This design comes from an exercise in tuning for small area on the open sky130 flow, not from production work.
Function was checked by simulation only, so behaviour that the tests miss may differ from the original.
Power is estimated from default activity; no workload was simulated.

**design/flow/constraint.sdc**
```tcl
create_clock -name core_clock -period 5.0 [get_ports {update}]
set_input_delay 1.0000 -clock core_clock [delete_from_list [all_inputs] [get_ports {update}]]
set_output_delay 1.0000 -clock core_clock [all_outputs]
set_load 0.01 [all_outputs]
```
**design/flow/design.v**
```verilog
module laneMotion
#(
	parameter [1:0] speed = 2'd1,
	parameter dir = 1'b0,
	parameter [13-1:0] enable = {13{1'b0}},
	parameter [10*13-1:0] start = {10*13{1'b0}}
)
(
	input logic update,
	input logic rst,
	input logic moveTick,
	output logic [10*13-1:0] carX
);
	localparam [9:0] step = {8'd0, speed};
	localparam [9:0] screenEdge = 10'(640);
	logic [10*13-1:0] nextX;
	always_comb
	begin
		for (int i = 0; i < 13; i++)
		begin
			if (dir == 1'b0)
			begin
				if (carX[10*i +: 10] >= screenEdge)
					nextX[10*i +: 10] = 10'd0;
				else
					nextX[10*i +: 10] = carX[10*i +: 10] + step;
			end
			else
			begin
				if (carX[10*i +: 10] == 10'd0)
					nextX[10*i +: 10] = screenEdge;
				else
					nextX[10*i +: 10] = carX[10*i +: 10] - step;
			end
		end
	end
	always_ff @(posedge update)
	begin
		for (int i = 0; i < 13; i++)
		begin
			if (rst)
				carX[10*i +: 10] <= start[10*i +: 10];
			else if (moveTick && enable[i])
				carX[10*i +: 10] <= nextX[10*i +: 10];
		end
	end
endmodule
module carHitDetect
#(
	parameter [9:0] row = 10'd0,
	parameter [13-1:0] enable = {13{1'b0}}
)
(
	input logic update,
	input logic rst,
	input logic [9:0] xCount,
	input logic [9:0] yCount,
	input logic [10*13-1:0] carX,
	output logic [13-1:0] laneHits
);
	localparam [9:0] rowTop = row;
	localparam [9:0] rowBottom = 10'(row + 17);
	logic inRow;
	logic [9:0] carRight [13];
	logic [13-1:0] hitNow;
	always_comb
	begin
		inRow = (yCount > rowTop) && (yCount < rowBottom);
		for (int i = 0; i < 13; i++)
		begin
			carRight[i] = carX[10*i +: 10] + 10'(17);
			hitNow[i] = inRow && (xCount > carX[10*i +: 10]) && (xCount < carRight[i]);
		end
	end
	always_ff @(posedge update)
	begin
		if (rst)
			laneHits <= '0;
		else
			laneHits <= hitNow & enable;
	end
endmodule
module trafficGenerator
(
	input logic update,
	input logic rst,
	input logic moveTick,
	input logic [9:0] xCount,
	input logic [9:0] yCount,
	output logic [115-1:0] traffic
);
	function automatic [9:0] laneRow(input integer l);
		case (l)
			0: laneRow = 10'd74;
			1: laneRow = 10'd99;
			2: laneRow = 10'd124;
			3: laneRow = 10'd149;
			4: laneRow = 10'd174;
			5: laneRow = 10'd199;
			6: laneRow = 10'd224;
			7: laneRow = 10'd249;
			8: laneRow = 10'd274;
			9: laneRow = 10'd299;
			10: laneRow = 10'd324;
			11: laneRow = 10'd349;
			12: laneRow = 10'd374;
			13: laneRow = 10'd399;
			14: laneRow = 10'd424;
			default: laneRow = '0;
		endcase
	endfunction
	function automatic [1:0] laneSpeed(input integer l);
		case (l)
			0: laneSpeed = 2'd1;
			1: laneSpeed = 2'd2;
			2: laneSpeed = 2'd2;
			3: laneSpeed = 2'd1;
			4: laneSpeed = 2'd1;
			5: laneSpeed = 2'd2;
			6: laneSpeed = 2'd1;
			7: laneSpeed = 2'd1;
			8: laneSpeed = 2'd1;
			9: laneSpeed = 2'd2;
			10: laneSpeed = 2'd1;
			11: laneSpeed = 2'd2;
			12: laneSpeed = 2'd1;
			13: laneSpeed = 2'd2;
			14: laneSpeed = 2'd1;
			default: laneSpeed = '0;
		endcase
	endfunction
	function automatic [0:0] laneDir(input integer l);
		case (l)
			0: laneDir = 1'b0;
			1: laneDir = 1'b0;
			2: laneDir = 1'b1;
			3: laneDir = 1'b0;
			4: laneDir = 1'b1;
			5: laneDir = 1'b1;
			6: laneDir = 1'b0;
			7: laneDir = 1'b0;
			8: laneDir = 1'b0;
			9: laneDir = 1'b0;
			10: laneDir = 1'b1;
			11: laneDir = 1'b1;
			12: laneDir = 1'b0;
			13: laneDir = 1'b1;
			14: laneDir = 1'b1;
			default: laneDir = '0;
		endcase
	endfunction
	function automatic [6:0] laneBase(input integer l);
		case (l)
			0: laneBase = 7'd0;
			1: laneBase = 7'd10;
			2: laneBase = 7'd21;
			3: laneBase = 7'd30;
			4: laneBase = 7'd36;
			5: laneBase = 7'd45;
			6: laneBase = 7'd58;
			7: laneBase = 7'd65;
			8: laneBase = 7'd66;
			9: laneBase = 7'd72;
			10: laneBase = 7'd82;
			11: laneBase = 7'd91;
			12: laneBase = 7'd97;
			13: laneBase = 7'd103;
			14: laneBase = 7'd108;
			default: laneBase = '0;
		endcase
	endfunction
	function automatic [3:0] laneSlots(input integer l);
		case (l)
			0: laneSlots = 4'd10;
			1: laneSlots = 4'd11;
			2: laneSlots = 4'd9;
			3: laneSlots = 4'd6;
			4: laneSlots = 4'd9;
			5: laneSlots = 4'd13;
			6: laneSlots = 4'd7;
			7: laneSlots = 4'd1;
			8: laneSlots = 4'd6;
			9: laneSlots = 4'd10;
			10: laneSlots = 4'd9;
			11: laneSlots = 4'd6;
			12: laneSlots = 4'd6;
			13: laneSlots = 4'd5;
			14: laneSlots = 4'd7;
			default: laneSlots = '0;
		endcase
	endfunction
	function automatic [13-1:0] laneEnable(input integer l);
		case (l)
			0: laneEnable = 13'b0001111111111;
			1: laneEnable = 13'b0000101010101;
			2: laneEnable = 13'b0000011011011;
			3: laneEnable = 13'b0000000000000;
			4: laneEnable = 13'b0000110110110;
			5: laneEnable = 13'b1011101101101;
			6: laneEnable = 13'b0000001111111;
			7: laneEnable = 13'b0000000000000;
			8: laneEnable = 13'b0000000111111;
			9: laneEnable = 13'b0000110111101;
			10: laneEnable = 13'b0000111111111;
			11: laneEnable = 13'b0000000111111;
			12: laneEnable = 13'b0000000000000;
			13: laneEnable = 13'b0000000011111;
			14: laneEnable = 13'b0000001011101;
			default: laneEnable = '0;
		endcase
	endfunction
	function automatic [10*13-1:0] laneStart(input integer l);
		case (l)
			0: laneStart = {10'd0, 10'd0, 10'd0, 10'd610, 10'd580, 10'd510, 10'd440, 10'd370, 10'd300, 10'd230, 10'd160, 10'd90, 10'd20};
			1: laneStart = {10'd0, 10'd0, 10'd0, 10'd0, 10'd580, 10'd0, 10'd440, 10'd0, 10'd300, 10'd0, 10'd160, 10'd0, 10'd20};
			2: laneStart = {10'd0, 10'd0, 10'd0, 10'd0, 10'd0, 10'd520, 10'd450, 10'd0, 10'd310, 10'd240, 10'd0, 10'd100, 10'd30};
			3: laneStart = {10'd0, 10'd0, 10'd0, 10'd0, 10'd0, 10'd0, 10'd0, 10'd0, 10'd0, 10'd0, 10'd0, 10'd0, 10'd0};
			4: laneStart = {10'd0, 10'd0, 10'd0, 10'd0, 10'd580, 10'd510, 10'd0, 10'd370, 10'd300, 10'd0, 10'd160, 10'd90, 10'd0};
			5: laneStart = {10'd130, 10'd0, 10'd470, 10'd610, 10'd580, 10'd0, 10'd440, 10'd370, 10'd0, 10'd230, 10'd160, 10'd0, 10'd20};
			6: laneStart = {10'd0, 10'd0, 10'd0, 10'd0, 10'd0, 10'd0, 10'd495, 10'd570, 10'd415, 10'd310, 10'd200, 10'd115, 10'd20};
			7: laneStart = {10'd0, 10'd0, 10'd0, 10'd0, 10'd0, 10'd0, 10'd0, 10'd0, 10'd0, 10'd0, 10'd0, 10'd0, 10'd0};
			8: laneStart = {10'd0, 10'd0, 10'd0, 10'd0, 10'd0, 10'd0, 10'd0, 10'd570, 10'd465, 10'd365, 10'd255, 10'd150, 10'd30};
			9: laneStart = {10'd0, 10'd0, 10'd0, 10'd0, 10'd510, 10'd440, 10'd0, 10'd315, 10'd250, 10'd190, 10'd130, 10'd0, 10'd10};
			10: laneStart = {10'd0, 10'd0, 10'd0, 10'd0, 10'd580, 10'd520, 10'd450, 10'd385, 10'd310, 10'd240, 10'd170, 10'd100, 10'd30};
			11: laneStart = {10'd0, 10'd0, 10'd0, 10'd0, 10'd0, 10'd0, 10'd0, 10'd570, 10'd450, 10'd330, 10'd210, 10'd110, 10'd20};
			12: laneStart = {10'd0, 10'd0, 10'd0, 10'd0, 10'd0, 10'd0, 10'd0, 10'd0, 10'd0, 10'd0, 10'd0, 10'd0, 10'd0};
			13: laneStart = {10'd0, 10'd0, 10'd0, 10'd0, 10'd0, 10'd0, 10'd0, 10'd0, 10'd570, 10'd440, 10'd290, 10'd150, 10'd24};
			14: laneStart = {10'd0, 10'd0, 10'd0, 10'd0, 10'd0, 10'd0, 10'd495, 10'd0, 10'd415, 10'd310, 10'd200, 10'd0, 10'd20};
			default: laneStart = '0;
		endcase
	endfunction
	for (genvar l = 0; l < 15; l++)
	begin : lanes
		localparam int base = laneBase(l);
		localparam int slots = laneSlots(l);
		logic [10*13-1:0] carX;
		logic [13-1:0] laneHits;
		laneMotion #(
			.speed(laneSpeed(l)),
			.dir(laneDir(l)),
			.enable(laneEnable(l)),
			.start(laneStart(l))
		) u_motion (
			.update(update),
			.rst(rst),
			.moveTick(moveTick),
			.carX(carX)
		);
		carHitDetect #(
			.row(laneRow(l)),
			.enable(laneEnable(l))
		) u_hit (
			.update(update),
			.rst(rst),
			.xCount(xCount),
			.yCount(yCount),
			.carX(carX),
			.laneHits(laneHits)
		);
		assign traffic[base +: slots] = laneHits[slots-1:0];
	end
endmodule
```
**design/flow/run.sh**
```bash
#!/bin/bash
# synth_recipe.tcl (not shown) runs the flow's synth.tcl, then flattens the netlist and writes it again
# the make line also repeats each setting of config.mk as NAME=value (left out here)
make -C /OpenROAD-flow-scripts/flow DESIGN_CONFIG=/design/flow/config.mk WORK_HOME=/design/flow/orfs CLKGATE_MAP_FILE= SYNTH_SCRIPT=/design/flow/synth_recipe.tcl finish
```
**design/flow/config.mk**
```make
export PLATFORM = sky130hd
export DESIGN_NAME = trafficGenerator
export DESIGN_NICKNAME = trafficGenerator
export VERILOG_FILES = /design/flow/design.v
export SDC_FILE = /design/flow/constraint.sdc
export NUM_CORES = 4
export LEC_CHECK = 0
export CAP_MARGIN = 20
export CORE_MARGIN = 2
export CORE_UTILIZATION = 40
export SLEW_MARGIN = 20
```
==> run_results.csv <==
group,metric,value,unit
worst_setup_path,start_kind,"register",
grt,grt_max_degree,90,
worst_setup_path,critical-path-max-stage-delay,0.63,ns
logic_synthesis,synth_edf_count,0,
power_and_ir_drop,powerDensity,243,mW/mm^2
cts,htree_levels,3,
logic_synthesis,yosysWarnings,43,
worst_setup_path,cp.required,4.00,ns
logic_synthesis,netlist_area,0.0782,mm^2
timing,setup_viol,0,
grt,grt_antenna_before_repair,1,
worst_setup_path,crit_type,"reg -> out",
flow_run,max-cap-violations,0,
floorplan,die_y,446,um
drt,route.vias.total,68500,
timing,min_period_over_period,59.1,%
grt,grt_pass1_wl,347000,um
cts,hold_buffers,0,
logic_synthesis,synth_ff_type,"dfxtp_1",
placement,hpwl,151000,um
power_and_ir_drop,power,20.9,mW
logic_synthesis,synth.top_cell.area_share,26.2,%
final_layout,area_growth_syn_to_layout,9.95,%
final_layout,finish.utilization,44.2,%
grt,grt_pass1_vias,67600,
logic_synthesis,ys_top_cells_by_area,"ha_1 26%, dfxtp_1 22%, xnor2_1 10%",
timing,fin_skew,0.0427,ns
final_layout,fin_nets,11400,
drt,routedWlPerCell,17.1,um
cts,cts_resized,0,
worst_setup_path,crit_buf_inv,1,
worst_setup_path,cp_max_fo,1,
timing,tns,0,ns
placement,port_buffers,103,
run_status,status,"timing/DRC/antenna clean",
floorplan,design.core.area,0.195,mm^2
timing,rsz0062_at_grt,"false",
floorplan,rows,162,
logic_synthesis,syn_inst,9745,
final_layout,seqCellArea,0.0171,mm^2
final_layout,fillers,19200,
logic_synthesis,synth_area_per_cell,8.03,um^2
worst_setup_path,arrival,1.96,ns
final_layout,drive_gt1_share,3.45,%
drt,wl,211000,um
drt,post-route-drc-count,0,
cts,insertion_delay,0.78,ns
floorplan,start_util,40.2,%
cts,cts_tree,"yes",
drt,drt_iter0_drc,3872,
drt,ant_nets,0,
grt,gr-total-overflow,0,
cts,cts_setup_buffers,0,
logic_synthesis,yosysTopAreaCell,"ha_1",
power_and_ir_drop,peakVddDrop,0.287,mV
final_layout,multi_input_area,0.0561,mm^2
timing,drv_slew,0,
cts,cts_buffers,111,
timing,worst_pin_slew,0.932,ns
timing,fin_crit,2.96,ns
worst_setup_path,slowest_stage,"clkdlybuf4s50_1",
worst_setup_path,crit_family,"buffers and inverters",
floorplan,die_x,446,um
drt,dr.pass1.iters,5,
cts,cts-root-buf,"clkbuf_16",
logic_synthesis,async_flop_share,0,%
logic_synthesis,synth-seq-cells,854,
cts,clockBufferDepth,3,
logic_synthesis,synth_cell_types,76,
floorplan,io_pins,138,
drt,routed_via_density,5.54,
timing,hold_viol_final,0,
final_layout,diodes,0,
worst_setup_path,path_cells,"clkdlybuf4s50_1",
logic_synthesis,seq_area_frac_synth,21.9,%
worst_setup_path,cp-end-kind,"output pin",
min_path,hold_path_class,"reg -> reg",
timing,slew-limit-headroom,37.8,%
power_and_ir_drop,p_leak,36.9,nW
placement,gp_congestion,0.862,
grt,grt_util_all_layers,20.9,%
cts,cts.sinks,854,
floorplan,die-area,0.199,mm^2
cts,clkTransAtPathRegs,0.06,ns
timing,fmax,338,MHz
[area by class of cell]
cell class                      instances  share of cell area, %
Tap cell                             2542                   3.70
Timing Repair Buffer                  196                   2.42
Sequential cell                       854                   19.9
Clock buffer                          146                   3.58
Clock inverter                         65                   1.03
Multi-Input combinational cell       7601                   65.2
Inverter                              951                   4.17
[through the flow]
step | cells | hold WS (ns) | instance area (um^2) | worst slack (ns)
finish | 12400 | 0.455 | 86000 | 2.04
detailed placement | 12100 | 0.445 | 82000 | 1.39
floorplan | 9778 | 0.432 | 78300 | 1.12
CTS | 12400 | 0.455 | 86000 | 1.91
global route | 12400 | 0.482 | 86000 | 1.97
global placement | 12100 | 0.439 | 82000 | 1.41
[state kept, by name, indices dropped and copies added (netlist names)]
name and count:
lanes.u_hit.laneHits 81, lanes.u_motion.carX 773
[report_power, final]
| part | internal, mW | leakage [nW] | switching (mW) |
|---|---|---|---|
| logic | 1.97 | 28.0 | 2.71 |
| clock network | 5.19 | 1.92 | 3.49 |
| registers | 7.10 | 6.96 | 0.426 |
| total | 14.3 | 36.9 | 6.63 |
[cells by family after synthesis]
kind of cell               synth area share [%]
muxes                                     0.283
and+or+nand+nor                            19.2
other                                   0.00480
xor gates and xnor gates                   10.4
buffers and inverters                      6.61
AOI/OAI and AO/OA                          15.5
adders and majority gates                  26.2
DFF                                        21.9
[final timing paths]
path                                                  start                           to  slack (ns)  cells past startpoint
worst max-delay path             lanes[6].u_hit.laneHits[1]                  traffic[59]        2.04                      1
worst min-delay path            lanes[11].u_motion.carX[18]  lanes[11].u_motion.carX[18]        0.45                      2
worst max register to register   lanes[9].u_motion.carX[52]   lanes[9].u_hit.laneHits[5]        2.39                      9
worst min register to register  lanes[11].u_motion.carX[18]  lanes[11].u_motion.carX[18]        0.45                      2
[synth_stat cells (68+ instances only)]
library cell	number
nor3_1	329
o21ai_0	537
a21oi_1	600
o211ai_1	68
xnor2_1	925
and3_1	102
dfxtp_1	854
inv_1	943
a211oi_1	171
nand3_1	292
nor4_1	178
ha_1	1635
nand2_1	530
nand4_1	337
nor2_1	869
clkbuf_1	267
a21o_1	167
nor2b_1	88
[placed cells by master, fill, tap and decap left out, types with 328 or more instances in the layout]
cell type,netlist,layout
a21oi_1,600,600
nand4_1,337,337
dfxtp_1,854,854
nand2_1,530,530
xnor2_1,925,925
nor2_1,869,869
nor3_1,329,328
inv_1,943,942
o21ai_0,537,536
ha_1,1635,1635
[layer usage]
layer	GRT usage [%]	wire, um	up-vias
met1	27.1	99800	32500
met4	6.41	6090	2
li1	-	-	34700
met2	36.2	99000	1007
met3	2.13	6500	319
met5	0	13	-

==> separate check: timing with driven ports <==
In the flow no input, the clock included, has a driving cell. The finished layout below was timed again as built, in two steps. Step 1 (the two cells are an assumption about what drives the block):
set clk [get_ports {update}]
set_driving_cell -lib_cell sky130_fd_sc_hd__clkbuf_16 $clk
set_driving_cell -lib_cell sky130_fd_sc_hd__buf_2 [delete_from_list [all_inputs] $clk]
Step 2 also shifts input and output timing later by t, the mid clock arrival at the registers, as if the neighbouring blocks saw the same clock. a / b / c = ideal / step 1 / step 2; a / b = the first two.
shift t [ns]: 0.846
setup WS [ns]: 2.043 / 1.955 / 1.315
hold WS [ns]: 0.455 / 0.455 / 0.455
worst register clock-pin slew, ns: 0.07 / 0.07
pins driven straight from the clock port: 1
After both steps this run still meets setup and hold. The setup slack of this run moves by -0.088 ns with the drivers and by -0.728 ns with both steps.
